Source: an optimization exercise on an open RTL-to-GDS flow (aim: small area and a short achievable clock period). Production flows keep margins and buffers that such runs may drop.
Only simulation tests tie the RTL to the original design; equivalence was not proved.
The flow treats the clock pin as an ideal source, which a real chip does not have.
No activity file was given, so power comes from the tool's default toggle rates.

== run 1 ==
==> flow/design.v (excerpt) <==
module mem_stage_ctrl (
   input  logic        clk,
   input  logic        rst,
   input  logic [31:0] pc_in,
   output logic [31:0] pc,
   input  logic        MEM_R_EN,
   input  logic        MEM_W_EN,
   input  logic        mem_byte,
   input  logic [31:0] ALU_Res,
   input  logic [31:0] Val_Rm,
   output logic [31:0] memory_out,
   output logic        ready,
   output logic        addr_err
);
clock: 6.0 ns
lec_check: 0
cap_margin: 20
core_margin: 2
core_utilization: 45
setup_slack_margin: 3.3
slew_margin: 20
standard.sh (not shown) runs the stock make flow with config.mk's settings and CLKGATE_MAP_FILE= SYNTH_SCRIPT=/design/flow/synth_recipe.tcl, a recipe that flattens the netlist after the stock synthesis.
==> flow/flow/run.sh <==
#!/bin/bash
# Layout flow: the standard flow (standard.sh), with two changes:
#  - port buffers are plain buf_2 cells instead of the delay buffers buffer_ports picks by default;
#  - CTS does not add dummy loads, and clusters up to 30 sinks (100 um) per leaf buffer.
# Each tool's output stays in the ORFS logs; standard.sh's own output goes to standard.log.
cp standard.sh standard_sh.txt
export BUFFER_PORTS_ARGS="-buffer_cell sky130_fd_sc_hd__buf_2"
export CTS_ARGS="-sink_clustering_enable -repair_clock_nets -dont_use_dummy_load -sink_clustering_size 30 -sink_clustering_max_diameter 100"
bash standard.sh > standard.log 2>&1
rc=$?
grep -h "RSZ-002[78]\|Dummy loads\|CTS-0018" orfs/logs/*/*/*/3_3_place_gp.log orfs/logs/*/*/*/4_1_cts.log 2>/dev/null
exit $rc
Run 1: no failed stages, no open violations at the end
--- input diff run 1..run 2 ---
==> flow/flow/run.sh <==
#!/bin/bash
# Layout flow: the standard flow (standard.sh), with two changes:
#  - port buffers are plain buf_4 cells instead of the delay buffers buffer_ports picks by default;
#  - CTS does not add dummy loads.
# Each tool's output stays in the ORFS logs; standard.sh's own output goes to standard.log.
cp standard.sh standard_sh.txt
export BUFFER_PORTS_ARGS="-buffer_cell sky130_fd_sc_hd__buf_4"
export CTS_ARGS="-sink_clustering_enable -repair_clock_nets -dont_use_dummy_load"
bash standard.sh > standard.log 2>&1
rc=$?
grep -h "RSZ-002[78]\|Dummy loads\|CTS-0018" orfs/logs/*/*/*/3_3_place_gp.log orfs/logs/*/*/*/4_1_cts.log 2>/dev/null
exit $rc
[summary]
Every stage of the flow completed for run 2, and the final layout passed the timing, design-rule and antenna checks. When the final numbers for run 1 and run 2 were put side by side, the register-to-register slack turned out to be greater in run 1. Run 2 against run 1: post-layout minimum cycle time essentially unchanged; detailed-route wire length +about 0.5%; cell area rose 4.9%; clock latency on the worst-skew pair rose by 0.08 ns. Looking at HPWL reported at the end of detailed placement across run 1 and run 2, the one that comes out lower is run 2.
Input-level comparison between run 3 and run 2:
-- flow/flow/run.sh --
<<< run 2, line 3
#  - port buffers are plain buf_4 cells instead of the delay buffers buffer_ports picks by default;
#  - CTS does not add dummy loads.
>>> run 3, line 3
#  - port buffers are plain buf_2 cells instead of the delay buffers buffer_ports picks by default;
#  - CTS does not add dummy loads, and clusters up to 24 sinks (80 um) per leaf buffer.
<<< run 2, line 7
export BUFFER_PORTS_ARGS="-buffer_cell sky130_fd_sc_hd__buf_4"
export CTS_ARGS="-sink_clustering_enable -repair_clock_nets -dont_use_dummy_load"
>>> run 3, line 7
export BUFFER_PORTS_ARGS="-buffer_cell sky130_fd_sc_hd__buf_2"
export CTS_ARGS="-sink_clustering_enable -repair_clock_nets -dont_use_dummy_load -sink_clustering_size 24 -sink_clustering_max_diameter 80"
Row critical path depth: run 3 lower / run 2 higher. Going from run 2 to run 3, half-perimeter wire length after placement rose 430 um; count of distinct cell types in the synthesized netlist about even; number of buffers and inverters on the critical path now sits lower.
What run 4 does differently from run 3 at the input level:
-- flow/config.mk --
<<< run 3, line 10
export CORE_UTILIZATION = 45
>>> run 4, line 10
export CORE_UTILIZATION = 55
### Flow results
Run 4 reached the final stage; the timing, design-rule and antenna checks on its layout passed. Run 3 ended up with met2 as its layer carrying the most global-route usage; run 4 ended up with met1. Summary of run 4 over run 3: relative area change from synthesis to final layout now sits lower, relative contribution of combinational cells to total power now sits higher, buffering overhead now sits higher. Via-per-instance ratio: run 4 vs run 3 up 6.9%.

* * *

Another version of the RTL of mem_stage_ctrl (not shown whole).
Size: about 4300 cells after synthesis, roughly 170 I/O pins, about 59000 um^2 of cells after synthesis.
clock: 6.0 ns
lec_check: 0
cap_margin: 20
core_margin: 2
core_utilization: 45
setup_slack_margin: 3.5
slew_margin: 20
==> flow/flow/run.sh <==
#!/bin/bash
# Layout flow: the standard flow (standard.sh), with two changes:
#  - port buffers are plain buf_2 cells instead of the delay buffers buffer_ports picks by default;
#  - CTS does not add dummy loads, and clusters up to 16 sinks (60 um) per leaf buffer, with clkbuf_8 buffers.
# Each tool's output stays in the ORFS logs; standard.sh's own output goes to standard.log.
cp standard.sh standard_sh.txt
export BUFFER_PORTS_ARGS="-buffer_cell sky130_fd_sc_hd__buf_2"
export CTS_ARGS="-sink_clustering_enable -repair_clock_nets -dont_use_dummy_load -sink_clustering_size 16 -sink_clustering_max_diameter 60 -buf_list sky130_fd_sc_hd__clkbuf_8"
bash standard.sh > standard.log 2>&1
rc=$?
grep -h "RSZ-002[78]\|Dummy loads\|CTS-0018" orfs/logs/*/*/*/3_3_place_gp.log orfs/logs/*/*/*/4_1_cts.log 2>/dev/null
exit $rc
The first run ran to the end with no violations.
Rerun with:
==> flow/flow/run.sh (replaced) <==
#!/bin/bash
# Layout flow: the standard flow (standard.sh), with two changes:
#  - port buffers are plain buf_2 cells instead of the delay buffers buffer_ports picks by default;
#  - CTS does not add dummy loads, and clusters up to 28 sinks (90 um) per leaf buffer.
# Each tool's output stays in the ORFS logs; standard.sh's own output goes to standard.log.
cp standard.sh standard_sh.txt
export BUFFER_PORTS_ARGS="-buffer_cell sky130_fd_sc_hd__buf_2"
export CTS_ARGS="-sink_clustering_enable -repair_clock_nets -dont_use_dummy_load -sink_clustering_size 28 -sink_clustering_max_diameter 90"
bash standard.sh > standard.log 2>&1
rc=$?
grep -h "RSZ-002[78]\|Dummy loads\|CTS-0018" orfs/logs/*/*/*/3_3_place_gp.log orfs/logs/*/*/*/4_1_cts.log 2>/dev/null
exit $rc
Power went up by 0.59%.
Sequential power stays flat.
Cell area barely changes.
Routed wire length went down by 0.95%.
Worst setup slack is better by 70 ps.
Synthesized area does not change.
Sequential share of layout area stays flat.
Non-clock buffer count shrinks by 1.
Global-route usage fell by 0.32 points.
Rerun with:
==> flow/flow/run.sh (replaced) <==
#!/bin/bash
# Layout flow: the standard flow (standard.sh), with two changes:
#  - port buffers are plain buf_2 cells instead of the delay buffers buffer_ports picks by default;
#  - CTS does not add dummy loads, and clusters up to 24 sinks (80 um) per leaf buffer.
# Each tool's output stays in the ORFS logs; standard.sh's own output goes to standard.log.
cp standard.sh standard_sh.txt
export BUFFER_PORTS_ARGS="-buffer_cell sky130_fd_sc_hd__buf_2"
export CTS_ARGS="-sink_clustering_enable -repair_clock_nets -dont_use_dummy_load -sink_clustering_size 24 -sink_clustering_max_diameter 80"
bash standard.sh > standard.log 2>&1
rc=$?
grep -h "RSZ-002[78]\|Dummy loads\|CTS-0018" orfs/logs/*/*/*/3_3_place_gp.log orfs/logs/*/*/*/4_1_cts.log 2>/dev/null
exit $rc
After rerunning:
- The new run passed the timing, design-rule and antenna checks
- cell area grows by 0.63%
- worst setup slack stays flat
- via count barely changes
Rerun with:
==> flow/flow/run.sh (replaced) <==
#!/bin/bash
# Layout flow: the standard flow (standard.sh), with two changes:
#  - port buffers are plain buf_2 cells instead of the delay buffers buffer_ports picks by default;
#  - CTS does not add dummy loads, and clusters up to 24 sinks (80 um) per leaf buffer, with clkbuf_8 or clkbuf_16 buffers.
# Each tool's output stays in the ORFS logs; standard.sh's own output goes to standard.log.
cp standard.sh standard_sh.txt
export BUFFER_PORTS_ARGS="-buffer_cell sky130_fd_sc_hd__buf_2"
export CTS_ARGS="-sink_clustering_enable -repair_clock_nets -dont_use_dummy_load -sink_clustering_size 24 -sink_clustering_max_diameter 80 -buf_list {sky130_fd_sc_hd__clkbuf_8 sky130_fd_sc_hd__clkbuf_16}"
bash standard.sh > standard.log 2>&1
rc=$?
grep -h "RSZ-002[78]\|Dummy loads\|CTS-0018" orfs/logs/*/*/*/3_3_place_gp.log orfs/logs/*/*/*/4_1_cts.log 2>/dev/null
exit $rc
Result: Wire length does not change; sequential cell count stays the same; via count does not change; setup slack is unchanged; die area stays the same; clock-buffer cell count stays the same; hold slack is unchanged; sequential share of layout area is unchanged.

* * *

## run a
mem_stage_ctrl again, from the RTL that the note above started with.
clock: 6.0 ns
lec_check: 0
cap_margin: 10
core_margin: 2
core_utilization: 45
setup_slack_margin: 3.5
slew_margin: 10
==> flow/flow/run.sh <==
#!/bin/bash
# Layout flow: the standard flow (standard.sh), with two changes:
#  - port buffers are plain buf_4 cells instead of the delay buffers buffer_ports picks by default;
#  - CTS does not add dummy loads, and clusters up to 24 sinks (80 um) per leaf buffer.
# Each tool's output stays in the ORFS logs; standard.sh's own output goes to standard.log.
cp standard.sh standard_sh.txt
export BUFFER_PORTS_ARGS="-buffer_cell sky130_fd_sc_hd__buf_4"
export CTS_ARGS="-sink_clustering_enable -repair_clock_nets -dont_use_dummy_load -sink_clustering_size 24 -sink_clustering_max_diameter 80"
bash standard.sh > standard.log 2>&1
rc=$?
grep -h "RSZ-002[78]\|Dummy loads\|CTS-0018" orfs/logs/*/*/*/3_3_place_gp.log orfs/logs/*/*/*/4_1_cts.log 2>/dev/null
exit $rc
The following lists how run b was set up differently from run a:
-- flow/flow/run.sh --
<<< run a, line 3
#  - port buffers are plain buf_4 cells instead of the delay buffers buffer_ports picks by default;
>>> run b, line 3
#  - port buffers are plain buf_2 cells instead of the delay buffers buffer_ports picks by default;
<<< run a, line 7
export BUFFER_PORTS_ARGS="-buffer_cell sky130_fd_sc_hd__buf_4"
>>> run b, line 7
export BUFFER_PORTS_ARGS="-buffer_cell sky130_fd_sc_hd__buf_2"
Notes after the runs:
- Clock-buffer cell count came out exactly the same in run a and run b.
- The layout overhead on the synthesized area reported for run b is smaller than that of run a by 0.39 points.
- Run b -> run a: biggest fanout along the worst timing path delta 0, exact match
- From run a to run b the numbers moved as follows: power of the clock network ~0 delta, switching part of the total higher, worst-case headroom to the max-slew limit now larger.
- Run b ended with more total combinational power than run a.
- On overall power consumption: between run a and run b, it ends up higher for run b.

-- re-timing with driven ports --
In the flow no input, the clock included, has a driving cell. The finished layouts below were timed again as built, in two steps. Step 1 assumes that a clkbuf_16 drives the clock port and a buf_2 every other input. Step 2 moves the port delays by t, midway between the first and last clock arrival at a register: inputs arrive t later, outputs are due t later. That takes back most of the time a late clock gives input paths. Three values: ideal ports, drivers, drivers and shift; two values: the first two.
run	t, ns	setup WS [ns]	latest minus earliest clock arrival (ns)	worst register clock-pin slew, ns	pins driven straight from the clock port
run 1	0.790	3.158 / 3.127 / 2.927	0.075 / 0.075	0.12 / 0.12	1
run 2	0.881	3.159 / 3.108 / 2.756	0.061 / 0.061	0.07 / 0.07	1
run 3	0.797	3.086 / 3.086 / 2.980	0.102 / 0.102	0.10 / 0.10	1
run 4	0.784	3.102 / 3.102 / 2.892	0.038 / 0.038	0.10 / 0.10	1
the first run of note 2	0.975	3.077 / 3.055 / 2.869	0.100 / 0.100	0.11 / 0.11	1
the second run of note 2	0.805	3.147 / 3.116 / 2.886	0.060 / 0.060	0.12 / 0.12	1
the third run of note 2	0.804	3.146 / 3.115 / 2.918	0.075 / 0.075	0.11 / 0.11	1
the fourth run of note 2	0.804	3.146 / 3.115 / 2.918	0.075 / 0.075	0.11 / 0.11	1
run a	0.818	3.144 / 3.106 / 2.849	0.062 / 0.062	0.10 / 0.10	1
run b	0.808	3.150 / 3.117 / 2.869	0.074 / 0.074	0.11 / 0.11	1
After both steps every run listed still meets setup and hold. For run 2, which loses most, drivers alone change the setup slack by -0.051 ns; drivers and shift together by -0.403 ns.
